This design comes from an exercise in tuning for small area on the open sky130 flow, not from production work. In this exercise RTL edits were held to simulation tests only and were not proved equivalent to the original. Power and IR drop assume default switching activity.

// decodeUnit
module decodeUnit (
	input	logic						clk,
	input	logic						arstN,
	input	logic						instValid,
	input	logic [32-1:0]		instr,
	input	logic						wbEn,
	input	logic [5-1:0]		wbAddr,
	input	logic [32-1:0]			wbData,
	output	logic						issueValid,
	output	logic [32-1:0]			operandA,
	output	logic [32-1:0]			operandB,
	output	logic [5-1:0]		writeAddr,
	output	logic						writeEn,
	output	logic [1:0]					exu,
	output	logic [3:0]					aluOp,
	output	logic [2:0]					fpuOp,
	output	logic						mduOp,
	output	logic [2:0]					branchOp,
	output	logic [5-1:0]		shiftAmt,
	output	logic [26-1:0]		offset,
	output	logic						memValid,
	output	logic						memWrite,
	output	logic						memToReg,
	output	logic						flagEn,
	output	logic						branchCmd,
	output	logic						jumpCmd,
	output	logic						callCmd,
	output	logic						retCmd,
	output	logic						loadCmd,
	output	logic						storeCmd,
	output	logic						aluCmd,
	output	logic						cacheFlush,
	output	logic						halt,
	output	logic						npuCfg,
	output	logic						npuEnq,
	output	logic						npuDeq
);
	logic [32-1:0]	instrQ;
	logic [5-1:0]	readAddr0;
	logic [5-1:0]	readAddr1;
	logic [5-1:0]	readAddr0Q;
	logic [5-1:0]	readAddr1Q;
	logic					decWriteEn;
	logic					decMemValid;
	logic					decMemWrite;
	logic					decFlagEn;
	logic					decBranchCmd;
	logic					decJumpCmd;
	logic					decCallCmd;
	logic					decRetCmd;
  ...
Size in the first run: about 3,300 cells after synthesis, ~1,000 flip-flops, about 200 I/O pins, ~40,000 um2 of cells after synthesis.
clock: 6.0 ns
lec_check: 0
cap_margin: 20
core_margin: 2
core_utilization: 50
cts_buf_list: sky130_fd_sc_hd__clkbuf_16
cts_cluster_diameter: 120
cts_cluster_size: 23
slew_margin: 20
synth_hierarchical: 1
synth_minimum_keep_size: 0
run.sh (not shown) runs the stock make flow with config.mk's settings and CLKGATE_MAP_FILE= SYNTH_SCRIPT=/design/flow/synth_recipe.tcl, a recipe that flattens the netlist after the stock synthesis.
The starting point produced a clean layout.
Next try:
==> flow/flow/run.sh (new file) <==
#!/bin/bash
# Standard layout with smaller port buffers, no CTS dummy loads, and area recovery
# on paths with positive slack after global routing. ORFS logs stay under orfs/logs.
set -euo pipefail
export BUFFER_PORTS_ARGS="-buffer_cell sky130_fd_sc_hd__buf_1"
export CTS_ARGS="-sink_clustering_enable -repair_clock_nets -dont_use_dummy_load -buf_list sky130_fd_sc_hd__clkbuf_16 -sink_clustering_size 20 -sink_clustering_max_diameter 100"
export RECOVER_POWER=100
bash standard.sh > standard.log 2>&1
==> flow/standard.sh (new file) <==
#!/bin/bash
# synth_recipe.tcl (not shown) runs the flow's synth.tcl, then flattens the netlist and writes it again
# the make line also repeats each setting of config.mk as NAME=value (left out here)
make -C /OpenROAD-flow-scripts/flow DESIGN_CONFIG=/design/flow/config.mk WORK_HOME=/design/flow/orfs CLKGATE_MAP_FILE= SYNTH_SCRIPT=/design/flow/synth_recipe.tcl "${@:-finish}"
- CTS_CLUSTER_DIAMETER: 120 -> 100
- CTS_CLUSTER_SIZE: 23 -> 20
removed: flow/run.sh
Effect:
- The changed run ran to the end with violations: capacitance limit, slew limit
- routed wire length rises slightly
- worst setup slack loses 0.24 ns
- die area does not change
- maximum frequency decreases by a few percent
- total power barely changes
- synthesized area is unchanged
- hold slack is worse by 0.21 ns
Next try:
==> flow/run.sh (new file) <==
#!/bin/bash
# synth_recipe.tcl (not shown) runs the flow's synth.tcl, then flattens the netlist and writes it again
# the make line also repeats each setting of config.mk as NAME=value (left out here)
make -C /OpenROAD-flow-scripts/flow DESIGN_CONFIG=/design/flow/config.mk WORK_HOME=/design/flow/orfs CLKGATE_MAP_FILE= SYNTH_SCRIPT=/design/flow/synth_recipe.tcl finish
- CORE_UTILIZATION: 50 -> 40
- CTS_BUF_LIST: sky130_fd_sc_hd__clkbuf_16 -> unset
- CTS_CLUSTER_DIAMETER: 100 -> unset
- CTS_CLUSTER_SIZE: 20 -> unset
removed: flow/flow/run.sh
removed: flow/standard.sh
With this change the flow ran to the end with no violations.
Synthesized cell count is unchanged.
Worst hold slack improves by 0.20 ns.
Clock-buffer cell count rises by 93.
Via count falls by 3.4%.
Clock skew does not change.
Core utilization falls by 7.5 points.
Non-clock buffer count rises by 8.
Final cell count rises by 8.0%.
Next try:
- CORE_UTILIZATION: 40 -> 50
- CTS_BUF_LIST: unset -> sky130_fd_sc_hd__clkbuf_16
- CTS_CLUSTER_DIAMETER: unset -> 100
- CTS_CLUSTER_SIZE: unset -> 20
What happened: The new run ran to the end with no violations; hold slack gains 0.0093 ns; global-route usage rose by 11 points; synthesized area stays the same; synthesized cell count stays the same; sequential cell count does not change; non-clock buffer count rose by 3; routed wire length rose by 5.7%; total power fell by 14%; clock power fell by 41%.

afterwards: timing with drivers on the ports:
The flow's constraints put no driver on any port. The routed layouts listed below were extracted and timed again, unchanged, in two steps. Step 1: set_driving_cell puts a clkbuf_16 on clk and a buf_2 on each other input, an assumption about the parent block. Step 2 times the ports against the registers' clock, not the clock port: input delays grow and output delays shrink by t, the midpoint of the rising clock arrivals with the driver on. a / b / c = ideal / step 1 / step 2; a / b = the first two.
run | t (ns) | slack for setup (ns) | worst register clock-pin slew, ns
the first run | 0.720 | 0.400 / 0.334 / 1.054 | 0.10 / 0.10
the second run | 0.739 | 0.162 / 0.090 / 0.177 | 0.10 / 0.10
the third run | 0.766 | 0.456 / 0.381 / 1.147 | 0.07 / 0.07
the fourth run | 0.749 | 0.435 / 0.357 / 1.106 | 0.09 / 0.09
